Context: an optimization exercise on an open-source flow, tuned for small area, a short achievable clock period and few clock cycles. The choices shown serve that exercise and are no tape-out recipe. The RTL was checked by simulation tests, not by an equivalence proof against the original design. No activity file was given, so power comes from the tool's default toggle rates.

**flow/run.sh**
```bash
#!/bin/bash
# synth_recipe.tcl (not shown) runs the flow's synth.tcl, then flattens the netlist and writes it again
# the make line also repeats each setting of config.mk as NAME=value (left out here)
make -C /OpenROAD-flow-scripts/flow DESIGN_CONFIG=/design/flow/config.mk WORK_HOME=/design/flow/orfs CLKGATE_MAP_FILE= SYNTH_SCRIPT=/design/flow/synth_recipe.tcl finish
```
**flow/config.mk**
```make
export PLATFORM = sky130hd
export DESIGN_NAME = k_best_list_insert
export DESIGN_NICKNAME = k_best_list_insert
export VERILOG_FILES = /design/flow/design.v
export SDC_FILE = /design/flow/constraint.sdc
export NUM_CORES = 4
export LEC_CHECK = 0
export ABC_AREA = 1
export CAP_MARGIN = 20
export CORE_MARGIN = 2
export CORE_UTILIZATION = 55
export SETUP_SLACK_MARGIN = 3
export SLEW_MARGIN = 20
```
**flow/constraint.sdc**
```tcl
create_clock -name core_clock -period 8.0 [get_ports {i_clk}]
set_input_delay 1.6000 -clock core_clock [delete_from_list [all_inputs] [get_ports {i_clk}]]
set_output_delay 1.6000 -clock core_clock [all_outputs]
set_load 0.01 [all_outputs]
```
**flow/design.v**
```verilog
`default_nettype none
package kbl_pkg;
    localparam int K      = 16;
    localparam int ID_W   = 32;
    localparam int COST_W = 32;
    localparam int KEY_W  = COST_W + ID_W;    
    localparam int PHY_W  = 4;                
    localparam int RANK_W = 4;                
    localparam int TAG_W  = PHY_W + RANK_W;
    localparam logic [1:0] MODE_INSERT = 2'd0;
    localparam logic [1:0] MODE_UPDATE = 2'd1;
    localparam logic [1:0] MODE_READ   = 2'd2;
endpackage
`default_nettype wire
`default_nettype none
module kbl_slot_mem (
    input  wire logic                                  i_clk,
    input  wire logic                                  i_rst_n,
    input  wire logic [kbl_pkg::K-1:0]                 i_we,
    input  wire logic [kbl_pkg::KEY_W-1:0]             i_wdata,
    output logic      [kbl_pkg::K*kbl_pkg::KEY_W-1:0]  o_ent
);
    logic [kbl_pkg::KEY_W-1:0] r_ent [0:kbl_pkg::K-1];
    logic [kbl_pkg::KEY_W-1:0] w_d;
    assign w_d = i_rst_n ? i_wdata : '1;
    always_ff @(posedge i_clk) begin
        for (int e = 0; e < kbl_pkg::K; e++) begin
            if (i_we[e] || !i_rst_n) r_ent[e] <= w_d;
        end
    end
    always_comb begin
        for (int e = 0; e < kbl_pkg::K; e++) o_ent[e*kbl_pkg::KEY_W +: kbl_pkg::KEY_W] = r_ent[e];
    end
endmodule
`default_nettype wire
`default_nettype none
module k_best_list_insert (
    input  wire logic            i_clk,
    input  wire logic            i_rst_n,
    input  wire logic            in_valid,
    output logic                 in_ready,
    input  wire logic [1:0]      in_mode,
    input  wire logic [31:0]     in_item_id,
    input  wire logic [31:0]     in_item_cost,
    output logic                 out_valid,
    input  wire logic            out_ready,
    output logic [31:0]          out_id,
    output logic [31:0]          out_cost,
    output logic [31:0]          out_worst_cost,
    output logic                 out_last
);
    localparam int K  = kbl_pkg::K;
    localparam int KW = kbl_pkg::KEY_W;
    localparam int PW = kbl_pkg::PHY_W;
    localparam int RW = kbl_pkg::RANK_W;
    localparam int TW = PW + RW + 2;
    function automatic logic [1:0] cmp32(input logic [31:0] a, input logic [31:0] b);
        logic [31:0] lt, eq;
        for (int i = 0; i < 32; i++) begin
            lt[i] = !a[i] && b[i];
            eq[i] = !(a[i] ^ b[i]);
        end
        for (int w = 16; w >= 1; w = w / 2) begin
            for (int i = 0; i < w; i++) begin
                lt[i] = lt[2*i+1] || (eq[2*i+1] && lt[2*i]);
                eq[i] = eq[2*i+1] && eq[2*i];
            end
        end
        cmp32 = {lt[0], eq[0]};
    endfunction
    function automatic logic [1:0] cmpkey(input logic [63:0] a, input logic [63:0] b);
        logic [1:0] c_cost, c_id;
        c_cost = cmp32(a[63:32], b[63:32]);
        c_id   = cmp32(a[31:0],  b[31:0]);
        cmpkey = {c_cost[1] || (c_cost[0] && c_id[1]), c_id[0]};
    endfunction
    function automatic logic [4:0] addn(input logic [3:0] x, input logic [3:0] y, input int n);
        logic c;
        c = 1'b0;
        addn = '0;
        for (int i = 0; i < n; i++) begin
            addn[i] = x[i] ^ y[i] ^ c;
            c = (x[i] && y[i]) || (c && (x[i] ^ y[i]));
        end
        addn[n] = c;
    endfunction
    function automatic logic [2:0] popcount4(input logic [3:0] v);
        popcount4 = {2'd0, v[0]} + {2'd0, v[1]} + {2'd0, v[2]} + {2'd0, v[3]};
    endfunction
    function automatic logic [4:0] inc5(input logic [4:0] v);
        logic c;
        c = 1'b1;
        for (int i = 0; i < 5; i++) begin
            inc5[i] = v[i] ^ c;
            c = c && v[i];
        end
    endfunction
    function automatic logic [4:0] dec5(input logic [4:0] v);
        logic b;
        b = 1'b1;
        for (int i = 0; i < 5; i++) begin
            dec5[i] = v[i] ^ b;
            b = b && !v[i];
        end
    endfunction
    logic        r_a_valid;
    logic [1:0]  r_a_mode;
    logic [31:0] r_a_id;
    logic [31:0] r_a_cost;
    logic        r_c_valid;
    logic [1:0]  r_c_mode;
    logic [31:0] r_c_id;
    logic [31:0] r_c_cost;
    logic [K:1]  r_c_bw;      
    logic [K:1]  r_c_mt;      
    logic        r_c_upd;     
    logic [2:0]  r_c_cnt [0:3];  
    logic        r_c_cinc;    
    logic        r_c_cdec;    
    logic [PW-1:0] r_lp [1:K];      
    logic [RW-1:0]   r_lr [1:K];      
    logic [31:0]   r_worst;         
    logic [31:0]   r_worst_id;      
    logic [3:0]    r_ptr;           
    logic        r_out_valid;
    logic        r_out_last;
    logic [31:0] r_out_id;
    logic [31:0] r_out_cost;
    logic [K-1:0]    w_we;
    logic [K*KW-1:0] w_ent_flat;
    logic [KW-1:0]   w_ent [0:K-1];
    logic [KW-1:0]   w_c_key;
    logic [KW-1:0]   w_a_key;
    assign w_c_key = {r_c_cost, r_c_id};
    assign w_a_key = {r_a_cost, r_a_id};
    kbl_slot_mem u_mem (
        .i_clk   (i_clk),
        .i_rst_n (i_rst_n),
        .i_we    (w_we),
        .i_wdata (w_c_key),
        .o_ent   (w_ent_flat)
    );
    always_comb begin
        for (int e = 0; e < K; e++) w_ent[e] = w_ent_flat[e*KW +: KW];
    end
    logic w_out_free, w_go, w_is_read, w_is_pass, w_c_free, w_a_move, w_do_pass;
    assign w_out_free = !r_out_valid || out_ready;
    assign w_go       = r_c_valid && w_out_free;
    assign w_is_read  = (r_c_mode == kbl_pkg::MODE_READ);
    assign w_is_pass  = (r_c_mode == kbl_pkg::MODE_INSERT) || (r_c_mode == kbl_pkg::MODE_UPDATE);
    assign w_c_free   = !r_c_valid || (w_out_free && (!w_is_read || (r_ptr == 4'd0)));
    assign w_a_move   = r_a_valid && w_c_free;
    assign in_ready   = !r_a_valid || w_c_free;
    assign w_do_pass  = w_go && w_is_pass;
    logic [PW-1:0] w_raddr;
    logic [KW-1:0] w_rdata;
    always_comb begin
        w_raddr = '0;
        for (int k = 1; k <= K; k++) begin
            if (w_is_read ? (r_ptr == 4'(k - 1)) : (k == 1)) w_raddr = w_raddr | r_lp[k];
        end
        w_rdata = w_ent[w_raddr];
    end
    logic [K-1:0] w_a_bwp, w_a_mp;    
    logic [K:1]   w_a_bw, w_a_mt;     
    logic [1:0]   w_a_prev;           
    logic [2:0]   w_a_cnt [0:3];      
    always_comb begin
        logic [1:0] c;
        for (int e = 0; e < K; e++) begin
            c = cmpkey(w_a_key, w_ent[e]);
            w_a_bwp[e] = c[1];
            w_a_mp[e]  = c[0];
        end
        for (int k = 1; k <= K; k++) begin
            w_a_bw[k] = w_a_bwp[r_lp[k]];
            w_a_mt[k] = w_a_mp[r_lp[k]];
        end
        w_a_prev = cmpkey(w_a_key, w_c_key);
        for (int i = 0; i < 4; i++) w_a_cnt[i] = popcount4(~w_a_bwp[4*i +: 4]);
    end
    logic [K:1]     w_mtb;          
    logic           w_upd;          
    logic           w_found;        
    logic [K:1]     w_soh;          
    logic [K:1]     w_part;         
    logic [K:1]     w_rec;          
    logic           w_bf [1:K][1:K];  
    logic [K:1]     w_dn;           
    logic [K:1]     w_up;           
    logic [PW-1:0]  w_ps;           
    logic [PW-1:0]  w_pw;           
    logic [K:1]     w_sub;          
    logic [RW-1:0]    w_rr [1:K];     
    logic [RW-1:0]    w_rrw;
    logic [4:0]     w_cnt;
    logic [TW-1:0]  w_tag [1:K];
    logic [TW-1:0]  w_tagw;
    logic [TW-1:0]  w_ctag [1:K];   
    logic [TW-1:0]  w_ntag [1:K];
    logic [K:1]     w_csw;          
    logic [K:1]     w_nw;           
    logic [RW-1:0]    w_nrank [1:K];
    logic [K:1]     w_after;        
    logic           w_ok;
    logic           w_bws;
    always_comb begin
        for (int j = 1; j <= K; j++) begin
            w_bf[j][j] = 1'b0;
            for (int k = j + 1; k <= K; k++) begin
                w_bf[j][k] = r_lr[j] < r_lr[k];
                w_bf[k][j] = !w_bf[j][k];
            end
        end
        w_upd = r_c_upd;
        w_mtb[1] = 1'b0;
        for (int k = 2; k <= K; k++) w_mtb[k] = w_mtb[k-1] || r_c_mt[k-1];
        w_found = w_upd && (w_mtb[K] || r_c_mt[K]);
        for (int k = 1; k <= K; k++) begin
            w_soh[k]  = w_upd && r_c_mt[k] && !w_mtb[k];
            w_part[k] = !w_found || w_mtb[k];
        end
        for (int k = 1; k <= K; k++) begin
            w_ok = w_part[k] && !r_c_bw[k];
            for (int j = 1; j < k; j++) w_ok = w_ok && (!w_part[j] || w_bf[k][j]);
            w_rec[k] = w_ok;
        end
        w_ps  = '0;
        w_bws = 1'b0;
        for (int k = 1; k <= K; k++) begin
            w_ps  = w_ps | (w_soh[k] ? r_lp[k] : '0);
            w_bws = w_bws || (w_soh[k] && r_c_bw[k]);
        end
        w_pw = w_found ? w_ps : r_lp[1];
        w_cnt = addn(addn({1'b0, r_c_cnt[0]}, {1'b0, r_c_cnt[1]}, 3),
                     addn({1'b0, r_c_cnt[2]}, {1'b0, r_c_cnt[3]}, 3), 4);
        case ({r_c_cinc, r_c_cdec, w_found && !w_bws})
            3'b100:  w_rrw = RW'(inc5(w_cnt));
            3'b000,
            3'b110,
            3'b101:  w_rrw = RW'(w_cnt);
            3'b111,
            3'b010,
            3'b001:  w_rrw = RW'(dec5(w_cnt));
            default: w_rrw = RW'(dec5(dec5(w_cnt)));
        endcase
        for (int k = 1; k <= K; k++) begin
            w_sub[k] = 1'b0;
            for (int j = 1; j <= K; j++) begin
                if (j != k) w_sub[k] = w_sub[k] || (w_soh[j] && w_bf[j][k]);
            end
            w_up[k] = r_c_bw[k] && (w_found || r_c_bw[1]);
            w_dn[k] = !w_found && r_c_bw[1] && w_bf[1][k];
            case ({w_up[k], w_sub[k], w_dn[k]})
                3'b100:  w_rr[k] = RW'(inc5({1'b0, r_lr[k]}));
                3'b000,
                3'b110,
                3'b101:  w_rr[k] = r_lr[k];
                3'b111,
                3'b010,
                3'b001:  w_rr[k] = RW'(dec5({1'b0, r_lr[k]}));
                default: w_rr[k] = RW'(dec5(dec5({1'b0, r_lr[k]})));
            endcase
        end
        for (int k = 1; k <= K; k++) w_tag[k] = {r_lp[k], w_rr[k], w_a_bw[k], w_a_mt[k]};
        w_tagw = {w_pw, (RW)'(0), w_a_prev[1], w_a_prev[0]};
        for (int m = 1; m <= K; m++) begin
            w_after = '0;
            for (int j = m - 1; j >= 1; j--) w_after[j] = w_after[j+1] || w_rec[j+1];
            w_csw[m]  = !(w_rec[1] || w_after[1]);
            w_ctag[m] = w_csw[m] ? w_tagw : '0;
            for (int j = 1; j <= m; j++) begin
                w_ctag[m] = w_ctag[m] | ((w_rec[j] && !w_after[j]) ? w_tag[j] : '0);
            end
        end
        for (int m = 1; m < K; m++) begin
            w_ntag[m] = (!w_part[m] && !w_soh[m]) ? w_tag[m]
                      : (w_rec[m+1] ? w_ctag[m] : w_tag[m+1]);
            w_nw[m]   = (w_part[m] || w_soh[m]) && w_rec[m+1] && w_csw[m];
        end
        w_ntag[K] = w_ctag[K];
        w_nw[K]   = w_csw[K];
        for (int m = 1; m <= K; m++) begin
            w_nrank[m] = w_nw[m] ? w_rrw : w_ntag[m][TW-PW-1 -: RW];
        end
    end
    logic w_we_any;     
    logic w_a_bws;      
    always_comb begin
        w_we_any = w_do_pass && (w_found || !w_rec[1]);
        w_we = '0;
        if (w_we_any) w_we[w_pw] = 1'b1;
        w_a_bws = 1'b0;
        for (int k = 1; k <= K; k++) w_a_bws = w_a_bws || (w_soh[k] && w_a_bw[k]);
    end
    always_ff @(posedge i_clk) begin
        if (!i_rst_n) begin
            r_a_valid   <= 1'b0;
            r_c_valid   <= 1'b0;
            r_out_valid <= 1'b0;
            r_ptr       <= 4'd15;
            r_worst     <= '1;
            r_worst_id  <= '1;
            for (int k = 1; k <= K; k++) begin
                r_lp[k] <= PW'(k - 1);
                r_lr[k] <= (RW)'(k - 1);
            end
        end else begin
            if (in_ready) r_a_valid <= in_valid;
            if (w_c_free) r_c_valid <= r_a_valid;
            if (w_out_free) r_out_valid <= w_go;
            if (w_go && w_is_read) r_ptr <= r_ptr - 4'd1;
            if (w_do_pass) begin
                if (!w_found) begin
                    r_worst    <= w_rec[1] ? r_c_cost : w_rdata[63:32];
                    r_worst_id <= w_rec[1] ? r_c_id   : w_rdata[31:0];
                end
                for (int k = 1; k <= K; k++) begin
                    r_lp[k] <= w_ntag[k][TW-1 -: PW];
                    r_lr[k] <= w_nrank[k];
                end
            end
        end
        if (in_ready && in_valid) begin
            r_a_mode <= in_mode;
            r_a_id   <= in_item_id;
            r_a_cost <= in_item_cost;
        end
        if (w_a_move) begin
            r_c_mode <= r_a_mode;
            r_c_id   <= r_a_id;
            r_c_cost <= r_a_cost;
            for (int k = 1; k <= K; k++) begin
                r_c_bw[k] <= w_do_pass ? w_ntag[k][1] : w_a_bw[k];
                r_c_mt[k] <= w_do_pass ? w_ntag[k][0] : w_a_mt[k];
            end
            r_c_upd  <= (r_a_mode == kbl_pkg::MODE_UPDATE) &&
                        !((w_do_pass && !w_found) ? (w_rec[1] ? w_a_prev[0] : w_a_mt[1])
                                                  : (r_a_id == r_worst_id));
            for (int i = 0; i < 4; i++) r_c_cnt[i] <= w_a_cnt[i];
            r_c_cinc <= w_we_any && !w_a_prev[1];
            r_c_cdec <= w_we_any && !(w_found ? w_a_bws : w_a_bw[1]);
        end
        if (w_go) begin
            r_out_last <= !w_is_read || (r_ptr == 4'd0);
            r_out_id   <= w_is_read ? w_rdata[31:0]  : 32'd0;
            r_out_cost <= w_is_read ? w_rdata[63:32] : 32'd0;
        end
    end
    assign out_valid      = r_out_valid;
    assign out_id         = r_out_id;
    assign out_cost       = r_out_cost;
    assign out_worst_cost = r_worst;
    assign out_last       = r_out_last;
endmodule
`default_nettype wire
```
==> reports/qor.txt, run 1 <==
CP startpoint: r_c_mt[11]
Residual DRC count: 0
CP max stage delay: 0.75 ns
Hold slack: 0.464 ns
Port Buffer Count: 168
Warnings, synthesis: 14
Largest register by flop count: u_mem.r_ent
Max VDD drop: 0.206 mV
Vias in the first global route: 103,000
Cells after Synth: 12,300
Largest net degree at the start of global routing: 94
Fin Clk Skew: 0.0666 ns
CTS tree: yes
RSZ-0062 raised after global routing: yes
FF-to-FF setup slack: 2.54 ns
Number of sinks on the clock net: 1,467
Crit path to: r_lp[15][2]
CP top delay family: buffers and inverters
RR Endpoint: r_lp[15][2]
Layout fillers: 14,700
Crit share post-route: 68.2%
Fraction of registers with async set/reset: 0%
Worst R2R Start: r_c_mt[11]
Outcome: no timing/DRC/antenna violations
Max cap viols: 0
Cell mode on critical path: buf_4
Initial antenna violation count: 38
Hold WC Path Type: reg -> reg
Wire per inst: 33.8 um
Post-DRT Antenna Nets: 0
# hold bufs at CTS: 0
Slew @ Worst Pin: 1.24 ns
Top FF cell, synth: edfxtp_1
Reg2Reg Depth: 25
Crit path launch type: register
Endpoints failing setup: 0
Sequential area share after synthesis: 39.8%
Critical Path AT: 6.14 ns
Synth cell types: 82
Syn nets: 13,900
Slowest CP cell: edfxtp_1
Core ar.: 191,000 um^2
Synthesized area: 106,000 um^2
Final hold viol count: 0
CTS buffer count: 164
Leakage power: 56.0 nW
Tmin final: 5.46 ns
Total GRT Usage: 51.8%
GRT Residual Overflow: 0
Final Power: 0.0234 W
Final WS setup: 2.54 ns
Synth area leader: edfxtp_1
NetSw: 0.00815 W
F_max: 0.183 GHz
Root buf cell: clkbuf_16
Die X: 442 um
Relative slew slack: 16.9%
Most numerous cell in the Yosys netlist: nand2_1
Post-place setup slack: 0.650 ns
CP Class: reg -> reg
Die Y: 442 um
Nets: 14,800
Avg Cell Area, Syn: 8.61 um^2
Top Ports: 169
Post-DP HPWL: 377 mm
Combinational cell fraction of total power: 26.9%
CP max FO: 10
Fin Setup TNS: 0 ns
Initial Utilization: 55.5%
GPL Wtd Cong: 1.13
Vias per inst: 6.95
Area Growth Syn to Fin: 23.7%
Final Max Slew Viols: 0
Crit path depth: 25
List of most frequent post-synthesis cells: nand2_1 (2,809), ha_1 (1,542), edfxtp_1 (1,268)
EDFF count, synth: 1,268
CP Buf/Inv Count: 10
Flops & latches, synth: 1,467
DR pass1 iterations: 13
CTS Buffer Depth: 3
Htree depth: 4
Top Registers: u_mem.r_ent x1024, r_lr x64, r_lp x60
# rows: 160
Sw frac: 34.8%
Share of power burned in registers: 38.7%
Top post-synthesis cells by area: edfxtp_1 (36%), ha_1 (18%), nand2_1 (10%)
Layout cells sized above 1: 18.7%
Via count: 110,000
First-pass GRT wire length: 734 mm
Clk Latency, worst-skew pair: 0.87 ns
1st-iter DRT viols: 18,700
Die Area: 196,000 um^2
Clock slew at reported path FFs: 0.07 ns
Clk pwr share: 34.3%
Max reg flops: 1,024
Nature of the critical path endpoint: register
Total wire length: 537 mm
CP required: 8.69 ns
Int Pwr: 0.0152 W
Power Dens Cells: 179 nW/um^2
Synth top area share: 36.0%
==> layout make-up <==
cell class	count	area [um^2]	share of cell area, %
multi-input cells	9316	63700	48.7
diodes	41	103	0.0785
clock inverters	92	1120	0.854
repair buffers	1151	11200	8.56
repair inverters	11	85.1	0.0651
clock buffers	216	4500	3.44
inverters	1088	4760	3.64
flip-flops and latches	1467	42100	32.2
well taps	2511	3140	2.40
==> kinds of logic (layout without fill, tap and decap cells) <==
group / count (synthesis) / in the layout / synth area share, %
buffers and inverters: 1509 / 2558 / 5.46
AND/OR/NAND/NOR: 4579 / 4588 / 18.3
flip-flops: 1467 / 1467 / 39.8
adder cells (fa/ha/maj): 1552 / 1552 / 18.4
other: 0 / 41 / 0
XOR/XNOR: 70 / 70 / 0.601
AO/OA/AOI/OAI: 3106 / 3106 / 17.4
==> through the flow <==
step | utilization, % | cell area (um^2) | cells
2_1_floorplan | - | 106000 | 12300
3_3_place_gp | 58.7 | 112000 | 14900
3_5_place_dp | 58.7 | 112000 | 14900
4_1_cts | 65.7 | 125000 | 15600
5_1_grt | 68.6 | 131000 | 15900
6_report | 68.6 | 131000 | 15900
==> what timing repair did <==
action                                 in CTS  in global routing
setup endpoints to repair                1315               1274
resized for setup                        1015                761
setup buffers                             373                247
pin swaps                                 209                244
gates cloned                               18                 18
endpoints found under the hold margin       0                  0
==> power groups by stage <==
stage               Clock (W)  Combinational, W  Sequential, W
global placement            0           0.00477        0.00916
finish                0.00804           0.00630        0.00906
global route          0.00827           0.00649        0.00906
CTS                   0.00796           0.00548        0.00902
detailed placement          0           0.00493        0.00917
floorplan                   0           0.00271        0.00906
==> placed cells by master (no fill, tap or decap), drive strengths merged, types with 13 or more instances in the layout <==
cell type and n:
o31ai 13, a21o 119, o22ai 68, or2 96, dfxtp 199, a21oi 1154
ha 1542, o21a 42, clkinv 86, a22o 35, nor3 151, a211oi 51
clkinvlp 111, nand2 2823, nor4 50, o211ai 137, a31oi 123, clkdlybuf4s50 167
a221o 21, a221oi 118, xnor2 13, a21boi 23, a2111oi 14, bufinv 18
o221ai 89, o21ai 964, clkbuf 225, edfxtp 1268, nand3 501, o2111ai 82
xor2 57, inv 976, buf 973, nor2 731, diode 41, nand4 195
==> routing by layer <==
metal	routed length (um)	up-vias	global-route usage, %
li1	-	46000	-
met1	184000	51900	64.1
met2	212000	9803	72.8
met3	86600	2671	19.0
met4	54500	36	40.7
met5	272	-	0
==> how the worst min path moves through the flow <==
stage	start	end	slack (ns)	depth (start not counted)
after floorplan	r_a_mode[0]	r_c_mode[0]	0.42	0
after global placement	r_a_cost[17]	r_c_cost[17]	0.43	0
after detailed placement	r_a_cost[26]	r_c_cost[26]	0.44	0
after CTS	r_a_cost[9]	r_c_cost[9]	0.46	0
after global routing	r_a_cost[10]	r_c_cost[10]	0.48	0
final	r_a_cost[9]	r_c_cost[9]	0.46	0
Testbench counts, summed over its fixed seeds: cycles 4,292.
==> run 2: changes to the inputs <==
--- a/flow/design.v
+++ b/flow/design.v
@@ -157,7 +157,7 @@
     always_comb begin
         w_raddr = '0;
         for (int k = 1; k <= K; k++) begin
-            if (w_is_read ? (r_ptr == 4'(k - 1)) : (k == 1)) w_raddr = w_raddr | r_lp[k];
+            if (r_ptr == 4'(k - 1)) w_raddr = w_raddr | r_lp[k];
         end
         w_rdata = w_ent[w_raddr];
     end
@@ -298,7 +298,7 @@
             r_a_valid   <= 1'b0;
             r_c_valid   <= 1'b0;
             r_out_valid <= 1'b0;
-            r_ptr       <= 4'd15;
+            r_ptr       <= 4'd0;
             r_worst     <= '1;
             r_worst_id  <= '1;
             for (int k = 1; k <= K; k++) begin
@@ -309,7 +309,8 @@
             if (in_ready) r_a_valid <= in_valid;
             if (w_c_free) r_c_valid <= r_a_valid;
             if (w_out_free) r_out_valid <= w_go;
-            if (w_go && w_is_read) r_ptr <= r_ptr - 4'd1;
+            if (w_a_move && (r_a_mode == kbl_pkg::MODE_READ)) r_ptr <= 4'd15;
+            else if (w_go && w_is_read && (r_ptr != 4'd0))   r_ptr <= r_ptr - 4'd1;
             if (w_do_pass) begin
                 if (!w_found) begin
                     r_worst    <= w_rec[1] ? r_c_cost : w_rdata[63:32];
--- a/flow/config.mk
+++ b/flow/config.mk
@@ -11,3 +11,4 @@
 export CORE_UTILIZATION = 55
 export SETUP_SLACK_MARGIN = 3
 export SLEW_MARGIN = 20
+export TNS_END_PERCENT = 10
==> run 2 against run 1 <==
- design area is 1.2% higher
- setup slack lost 0.59 ns
- critical path depth rose by 8
- core utilization is 0.84 points higher
- area after synthesis about the same
- flip-flop and latch count is the same
- synthesized cell count down 1.5%
- first-iteration DRC count grew 5.7%
- sequential share of layout area down 0.38 points
- clock power up 4.5%
- die area hardly changed
- largest cell class unchanged
==> reports/qor.txt, run 2 <==
Outcome: no timing/DRC/antenna violations
Area Growth Syn to Fin: 25.3%
Int Pwr: 0.0155 W (+1.6%)
Nets: 14,700 (-0.76%)
Hold WC Path Type: reg -> reg
CP required: 8.64 ns (-0.05 ns)
Synth area leader: edfxtp_1
CP max FO: 7 (-3)
CP Buf/Inv Count: 9 (-1)
FF-to-FF setup slack: 1.96 ns (-0.59 ns)
Fin Clk Skew: 0.0707 ns (+0.00416 ns)
Share of power burned in registers: 37.6% (-1.1 points)
Via count: 115,000 (+4.3%)
DR pass1 iterations: 20 (+7)
Slowest CP cell: a21oi_1
F_max: 0.165 GHz (-9.7%)
Synthesized area: 106,000 um^2 (about the same)
Top Registers: u_mem.r_ent x1024, r_lr x64, r_lp x60
Root buf cell: clkbuf_16
# rows: 160 (unchanged)
Total GRT Usage: 55.9% (+4.0 points)
Warnings, synthesis: 14 (unchanged)
Max VDD drop: 0.233 mV (+13%)
Post-place setup slack: 1.08 ns (+0.430 ns)
Fin Setup TNS: 0 ns (unchanged)
HP Start: r_a_cost[15]
Worst R2R Start: r_a_id[11]
Syn nets: 13,700 (-1.3%)
Slew @ Worst Pin: 1.46 ns (+0.221 ns)
Leakage power: 56.1 nW (+0.22%)
First-pass GRT wire length: 781 mm (+6.4%)
Power Dens Cells: 181 nW/um^2 (+1.3%)
Hold Crit Depth: 0 (unchanged)
Tmin final: 6.04 ns (+0.588 ns)
Total wire length: 592 mm (+10%)
Crit path launch type: register
Commonest non-fill, non-tap cell in the layout: nand2_1
Residual DRC count: 0 (unchanged)
Post-DRT Antenna Nets: 0 (unchanged)
CTS buffer count: 163 (-0.61%)
EDFF count, synth: 1,268 (unchanged)
CTS tree: yes
Core ar.: 191,000 um^2 (unchanged)
Combinational cell fraction of total power: 27.3% (+0.4 points)
Top FF cell, synth: edfxtp_1
List of most frequent post-synthesis cells: nand2_1 (2,454), ha_1 (1,543), edfxtp_1 (1,268)
NetSw: 0.00849 W (+4.2%)
Die Area: 196,000 um^2 (about the same)
Initial antenna violation count: 59 (+55%)
Synth cell types: 79 (-3.7%)
Flops & latches, synth: 1,467 (unchanged)
Number of sinks on the clock net: 1,467 (unchanged)
Port Buffer Count: 168 (unchanged)
Clk pwr share: 35.0% (+0.7 points)
Nature of the critical path endpoint: register
Clk Latency, worst-skew pair: 0.96 ns (+0.09 ns)
Cell mode on critical path: nand3_2
Sequential area share after synthesis: 39.8% (about the same)
Top post-synthesis cells by area: edfxtp_1 (36%), ha_1 (18%), nand2_1 (8.7%)
Die X: 442 um (about the same)
Endpoints failing setup: 0 (unchanged)
Die Y: 442 um (about the same)
Reg2Reg Depth: 33 (+32%)
1st-iter DRT viols: 19,800 (+5.7%)
Finished Cell Area: 132,000 um^2 (+1.2%)
Critical Path AT: 6.68 ns (+0.54 ns)
Most frequent cells in the layout: nand2_1 (2,279), ha_1 (1,522), edfxtp_1 (1,268), a21oi_1 (1,020), inv_1 (843)
Sw frac: 35.4% (+0.57 points)
Vias per inst: 7.30 (+5.0%)
Relative slew slack: 2.07% (-15 points)
RR Endpoint: r_c_bw[8]
CP top delay family: simple AND/OR/NAND/NOR gates
Htree depth: 4 (unchanged)
Clock slew at reported path FFs: 0.07 ns (about the same)
CP Class: reg -> reg
Initial Utilization: 55.4% (about the same)
GRT Residual Overflow: 0 (unchanged)
Synth top area share: 36.0% (about the same)
Final Max Slew Viols: 0 (unchanged)
Largest net degree at the start of global routing: 100 (+6.4%)
Cell area after placement: 112,000 um^2 (+0.24%)
Largest register by flop count: u_mem.r_ent
Fraction of registers with async set/reset: 0% (unchanged)
RSZ-0062 raised after global routing: yes
Layout cells sized above 1: 20.2% (+1.6 points)
Crit share post-route: 75.6% (+7.4 points)
Max cap viols: 0 (unchanged)
Hold EP: r_c_cost[15]
Max reg flops: 1,024 (unchanged)
Post-DP HPWL: 397 mm (+5.4%)
Cells after Synth: 12,100 (-1.5%)
GPL Wtd Cong: 1.11 (-0.94%)
Final WS setup: 1.96 ns (-0.588 ns)
CP max stage delay: 0.79 ns (+0.04 ns)
Wire per inst: 37.5 um (+11%)
Avg Cell Area, Syn: 8.73 um^2 (+1.5%)
Vias in the first global route: 107,000 (+3.8%)
Most numerous cell in the Yosys netlist: nand2_1
# hold bufs at CTS: 0 (unchanged)
Top Ports: 169 (unchanged)
Final hold viol count: 0 (unchanged)
CTS Buffer Depth: 3 (unchanged)
-- run 2: how the worst max path moves through the flow --
stage          slack [ns]       start                 to  cells after the start
2_1_floorplan        2.80   r_c_mt[1]  u_mem.r_ent[1][0]                     21
6_report             1.96  r_a_id[11]          r_c_bw[8]                     33
5_1_grt              2.07  r_a_id[11]          r_c_bw[8]                     33
3_5_place_dp         1.08  r_lp[4][1]     r_out_cost[16]                     23
3_3_place_gp         0.79  r_lp[4][1]       r_out_id[21]                     23
4_1_cts              2.91   r_c_mt[1]        r_lr[12][3]                     28
-- run 2: routing by layer --
layer,part of all wire [%],wire length (um),GRT usage (%),vias to the layer above
li1,-,-,-,45700
met1,31,184000,62.0,53400
met2,39,231000,79.3,11800
met5,0.26,1530,0.0977,-
met4,13,78900,55.4,63
met3,16,96100,23.5,4213
-- run 2: cell families after synthesis --
| family | count (synthesis) | share of synthesized area, % |
|---|---|---|
| and+or+nand+nor | 4307 | 17.5 |
| AOI/OAI and AO/OA | 3202 | 18.1 |
| adders and majority gates | 1553 | 18.5 |
| buffers and inverters | 1498 | 5.46 |
| DFF | 1467 | 39.8 |
| xor gates and xnor gates | 71 | 0.589 |
-- run 2: cell type report --
type,instances,area (um^2)
sequential,1467,42100
clock inverter,109,1450
multi-input combinational,9136,63900
timing repair inverter,8,71.3
antenna,47,118
tap,2511,3140
clock buffer,198,4350
inverter,1071,4710
timing repair buffer,1238,12500
fill,14000,58300
-- run 2: stage by stage --
stage | instances | hold slack (ns) | utilization [%] | total power, W
floorplan | 12100 | 0.426 | - | 0.0117
global placement | 14700 | 0.431 | 58.9 | 0.0139
detailed placement | 14700 | 0.435 | 58.9 | 0.0141
CTS | 15400 | 0.457 | 66.1 | 0.0228
global route | 15800 | 0.467 | 69.4 | 0.0243
finish | 15800 | 0.460 | 69.4 | 0.0240
-- run 2: power by group through the flow --
stage | clock network, W | registers [W] | logic (W)
floorplan | 0 | 0.00904 | 0.00264
global placement | 0 | 0.00913 | 0.00479
detailed placement | 0 | 0.00914 | 0.00494
CTS | 0.00823 | 0.00899 | 0.00555
global route | 0.00857 | 0.00903 | 0.00665
finish | 0.00840 | 0.00903 | 0.00656
-- run 2: what timing repair did --
action	in CTS	in global routing
setup buffers	371	295
gates resized for setup	1049	810
endpoints found under the setup margin	1304	1272
cloned	16	22
pin swaps	171	294
Testbench counts of run 2, summed over its fixed seeds: cycles 4,292.
==> run 3: changes to the inputs <==
--- a/flow/config.mk
+++ b/flow/config.mk
@@ -8,7 +8,7 @@
 export ABC_AREA = 1
 export CAP_MARGIN = 20
 export CORE_MARGIN = 2
-export CORE_UTILIZATION = 55
+export CORE_UTILIZATION = 48
 export SETUP_SLACK_MARGIN = 3
 export SLEW_MARGIN = 20
-export TNS_END_PERCENT = 10
+export TNS_END_PERCENT = 5
==> run 3 against run 2 <==
- critical path depth decreased by 9
- still clean on timing, DRC and antenna
- largest power group unchanged
- sequential share of layout area is 0.17 points higher
- final cell count grew 2.0%
- synthesized cell count is the same
- fmax is 12% higher
- first-iteration DRC count shrank 14%
- design area fell by 0.54%
- critical endpoint is now r_lr[15][3]
==> reports/qor.txt, run 3 <==
Die Y: 473 um (+7.0%)
Number of sinks on the clock net: 1,467 (unchanged)
Most frequent cells in the layout: nand2_1 (2,300), ha_1 (1,524), edfxtp_1 (1,268), a21oi_1 (1,030), o21ai_0 (845)
Crit share post-route: 67.5% (-8.0 points)
CP Class: reg -> reg
Tmin final: 5.40 ns (-0.641 ns)
NetSw: 0.00811 W (-4.5%)
CP max stage delay: 0.51 ns (-0.28 ns)
Fin Clk Skew: 0.0934 ns (+0.0226 ns)
Multi-input logic area: 63,100 um^2 (-1.2%)
Max cap viols: 0 (unchanged)
Outcome: no timing/DRC/antenna violations
CP cell instances: nor2_4, nand4_4, nor2_4, nand4_4, nor2_4, nand4_4, nor2_1, nand2_2, inv_1, nand2_1, o2111ai_1, nand2_1, inv_1, nor2_1, inv_1, o221ai_1, nand2_1, o21ai_1, nor4_1, nand3_1, nand2_1, nand3_1, nand2_1, nand2_1
Slowest CP cell: nor2_1
Sw frac: 34.4% (-1.1 points)
Largest net degree at the start of global routing: 126 (+26%)
Largest register by flop count: u_mem.r_ent
Htree depth: 4 (unchanged)
Wire per inst: 34.8 um (-7.2%)
Total GRT Usage: 47.4% (-8.5 points)
Root buf cell: clkbuf_16
Top post-synthesis cells by area: edfxtp_1 (36%), ha_1 (18%), nand2_1 (8.7%)
Top Ports: 169 (unchanged)
Clk Latency, worst-skew pair: 0.89 ns (-0.07 ns)
Synth area leader: edfxtp_1
Share of power burned in registers: 38.2% (+0.6 points)
Vias in the first global route: 98,800 (-7.7%)
Synth cell types: 79 (unchanged)
CP top delay family: simple AND/OR/NAND/NOR gates
Power Dens Cells: 179 nW/um^2 (-0.96%)
Reg area: 42,100 um^2 (about the same)
Post-DRT Antenna Nets: 0 (unchanged)
Leakage power: 56.0 nW (-0.21%)
CP max FO: 6 (-1)
CP Buf/Inv Count: 3 (-6)
Nature of the critical path endpoint: register
Critical Path AT: 6.10 ns (-0.58 ns)
RSZ-0062 raised after global routing: yes
Fraction of registers with async set/reset: 0% (unchanged)
Top FF cell, synth: edfxtp_1
Warnings, synthesis: 14 (unchanged)
Combinational cell fraction of total power: 25.9% (-1.4 points)
Clk pwr share: 35.9% (+0.9 points)
Post-DP HPWL: 404 mm (+1.6%)
Nets: 14,700 (-0.12%)
Fin Setup TNS: 0 ns (unchanged)
Relative slew slack: 17.6% (+16 points)
EDFF count, synth: 1,268 (unchanged)
Via count: 108,000 (-6.4%)
Int Pwr: 0.0155 W (+0.12%)
Die Area: 224,000 um^2 (+14%)
Cell area after placement: 113,000 um^2 (+0.96%)
DR pass1 iterations: 8 (-60%)
Max VDD drop: 0.262 mV (+12%)
Slew @ Worst Pin: 1.22 ns (-0.239 ns)
Vias per inst: 6.69 (-8.3%)
Initial Utilization: 48.2% (-7.3 points)
Endpoints failing setup: 0 (unchanged)
Clock slew at reported path FFs: 0.06 ns (about the same)
Initial antenna violation count: 36 (-39%)
Flops & latches, synth: 1,467 (unchanged)
Syn nets: 13,700 (unchanged)
Commonest non-fill, non-tap cell in the layout: nand2_1
CP required: 8.70 ns (+0.06 ns)
CTS Buffer Depth: 3 (unchanged)
Avg Cell Area, Syn: 8.73 um^2 (unchanged)
F_max: 0.185 GHz (+12%)
Port Buffer Count: 168 (unchanged)
Max reg flops: 1,024 (unchanged)
Synth top area share: 36.0% (unchanged)
# hold bufs at CTS: 0 (unchanged)
Finished Cell Area: 132,000 um^2 (-0.54%)
CTS buffer count: 170 (+4.3%)
Layout fillers: 18,900 (+35%)
Core ar.: 219,000 um^2 (+15%)
Total wire length: 560 mm (-5.4%)
Most numerous cell in the Yosys netlist: nand2_1
Area Growth Syn to Fin: 24.6%
Top Registers: u_mem.r_ent x1024, r_lr x64, r_lp x60
Hold WC Path Type: reg -> reg
Final hold viol count: 0 (unchanged)
Synthesized area: 106,000 um^2 (unchanged)
Final Max Slew Viols: 0 (unchanged)
Crit path launch type: register
Cells after Synth: 12,100 (unchanged)
1st-iter DRT viols: 17,000 (-14%)
First-pass GRT wire length: 752 mm (-3.7%)
GPL Wtd Cong: 1.10 (-1.4%)
# rows: 172 (+7.5%)
Sequential area share after synthesis: 39.8% (unchanged)
Layout cells sized above 1: 19.5% (-0.78 points)
Residual DRC count: 0 (unchanged)
GRT Residual Overflow: 0 (unchanged)
Die X: 473 um (+7.0%)
CTS tree: yes
Cell mode on critical path: nand2_1
List of most frequent post-synthesis cells: nand2_1 (2,454), ha_1 (1,543), edfxtp_1 (1,268)
-- run 3: cell types whose count changed in the layout (fill, tap and decap cells not counted), sizes merged --
cell / change
bufbuf: +4
clkbuf: +12
bufinv: -2
clkinvlp: -25
nand3: -1
diode: -31
nand2: +2
inv: +9
buf: -24
clkinv: +13
-- run 3: worst paths after layout --
check / from / endpoint / slack [ns] / cells past startpoint
worst min-delay path: r_a_cost[14] / r_c_cost[14] / 0.45 / 0
worst max-delay path: r_c_mt[1] / r_lr[15][3] / 2.60 / 24
worst max register to register: r_c_mt[1] / r_lr[15][3] / 2.60 / 24
worst min register to register: r_a_cost[14] / r_c_cost[14] / 0.45 / 0
-- run 3: power groups by stage --
stage	sequential (W)	clock [W]	combinational, W
after detailed placement	0.00915	0	0.00499
after CTS	0.00900	0.00846	0.00538
after floorplan	0.00904	0	0.00264
after global routing	0.00904	0.00877	0.00635
final	0.00903	0.00848	0.00612
after global placement	0.00914	0	0.00490
-- run 3: final cells by class --
type,count,share of cell area (%)
inverter,1071,3.58
antenna,16,0.0304
clock inverter,105,1.04
tap,2871,2.73
sequential,1467,32.0
clock buffer,215,3.51
timing repair buffer,1213,9.09
timing repair inverter,7,0.0485
multi-input combinational,9137,48.0
-- run 3: what timing repair did --
action | CTS | global route
endpoints found under the setup margin | 1297 | 1274
pin swaps | 153 | 289
cloned | 11 | 17
resized for setup | 891 | 808
hold endpoints to repair | 0 | 0
setup buffers | 253 | 329
-- run 3: cells by family (layout without fill, tap and decap cells) --
kind of cell | after synthesis | count (layout) | synth area share (%)
adder cells (fa/ha/maj) | 1553 | 1553 | 18.5
other | 0 | 16 | 0
XOR/XNOR | 71 | 71 | 0.589
AND/OR/NAND/NOR | 4307 | 4311 | 17.5
AO/OA/AOI/OAI | 3202 | 3202 | 18.1
buffers and inverters | 1498 | 2611 | 5.46
flip-flops | 1467 | 1467 | 39.8
-- run 3: per-layer routing --
layer	up-vias	routed length, um	share of wire [%]	GRT usage (%)
li1	45600	-	-	-
met1	51900	213000	38	63.0
met2	8430	220000	39	65.2
met3	1756	86500	15	18.6
met4	36	40400	7.2	26.6
met5	-	404	0.072	0
-- run 3: stage by stage --
| step | total power (W) | hold WS (ns) | std cells | utilization, % | setup slack (ns) |
|---|---|---|---|---|---|
| 2_1_floorplan | 0.0117 | 0.426 | 12100 | - | 2.80 |
| 3_3_place_gp | 0.0140 | 0.431 | 15100 | 51.6 | -0.335 |
| 3_5_place_dp | 0.0141 | 0.433 | 15200 | 51.7 | 0.745 |
| 4_1_cts | 0.0228 | 0.450 | 15700 | 57.2 | 2.90 |
| 5_1_grt | 0.0242 | 0.458 | 16100 | 60.0 | 2.57 |
| 6_report | 0.0236 | 0.450 | 16100 | 60.0 | 2.60 |

-- static timing again, ports no longer ideal --
The flow's constraints put no driver on any port. The routed layouts listed below were extracted and timed again, unchanged, in two steps.
Step 1 (the two cells are an assumption about what drives the block):
set clk [get_ports {i_clk}]
set_driving_cell -lib_cell sky130_fd_sc_hd__clkbuf_16 $clk
set_driving_cell -lib_cell sky130_fd_sc_hd__buf_2 [delete_from_list [all_inputs] $clk]
Step 2 adds t to the input delays and takes it off the output delays; t is the mean of the earliest and latest rising clock arrival at the registers after step 1. Input paths then give back, and output paths get back, about the clock's delay inside the block.
Slacks: ideal / step 1 / step 2; pairs: ideal / step 1.
run	t (ns)	setup WS [ns]	hold slack, ns	clock arrival spread, ns
run 1	0.944	2.544 / 2.544 / 2.238	0.464 / 0.464 / 0.464	0.066 / 0.067
run 2	1.031	1.956 / 1.956 / 1.956	0.460 / 0.460 / 0.460	0.082 / 0.082
run 3	0.951	2.597 / 2.597 / 2.149	0.450 / 0.450 / 0.450	0.094 / 0.094
After both steps setup and hold are still met in every run listed. The setup slack of run 3, which loses most, moves by 0.000 ns with the drivers and by -0.448 ns with both steps.
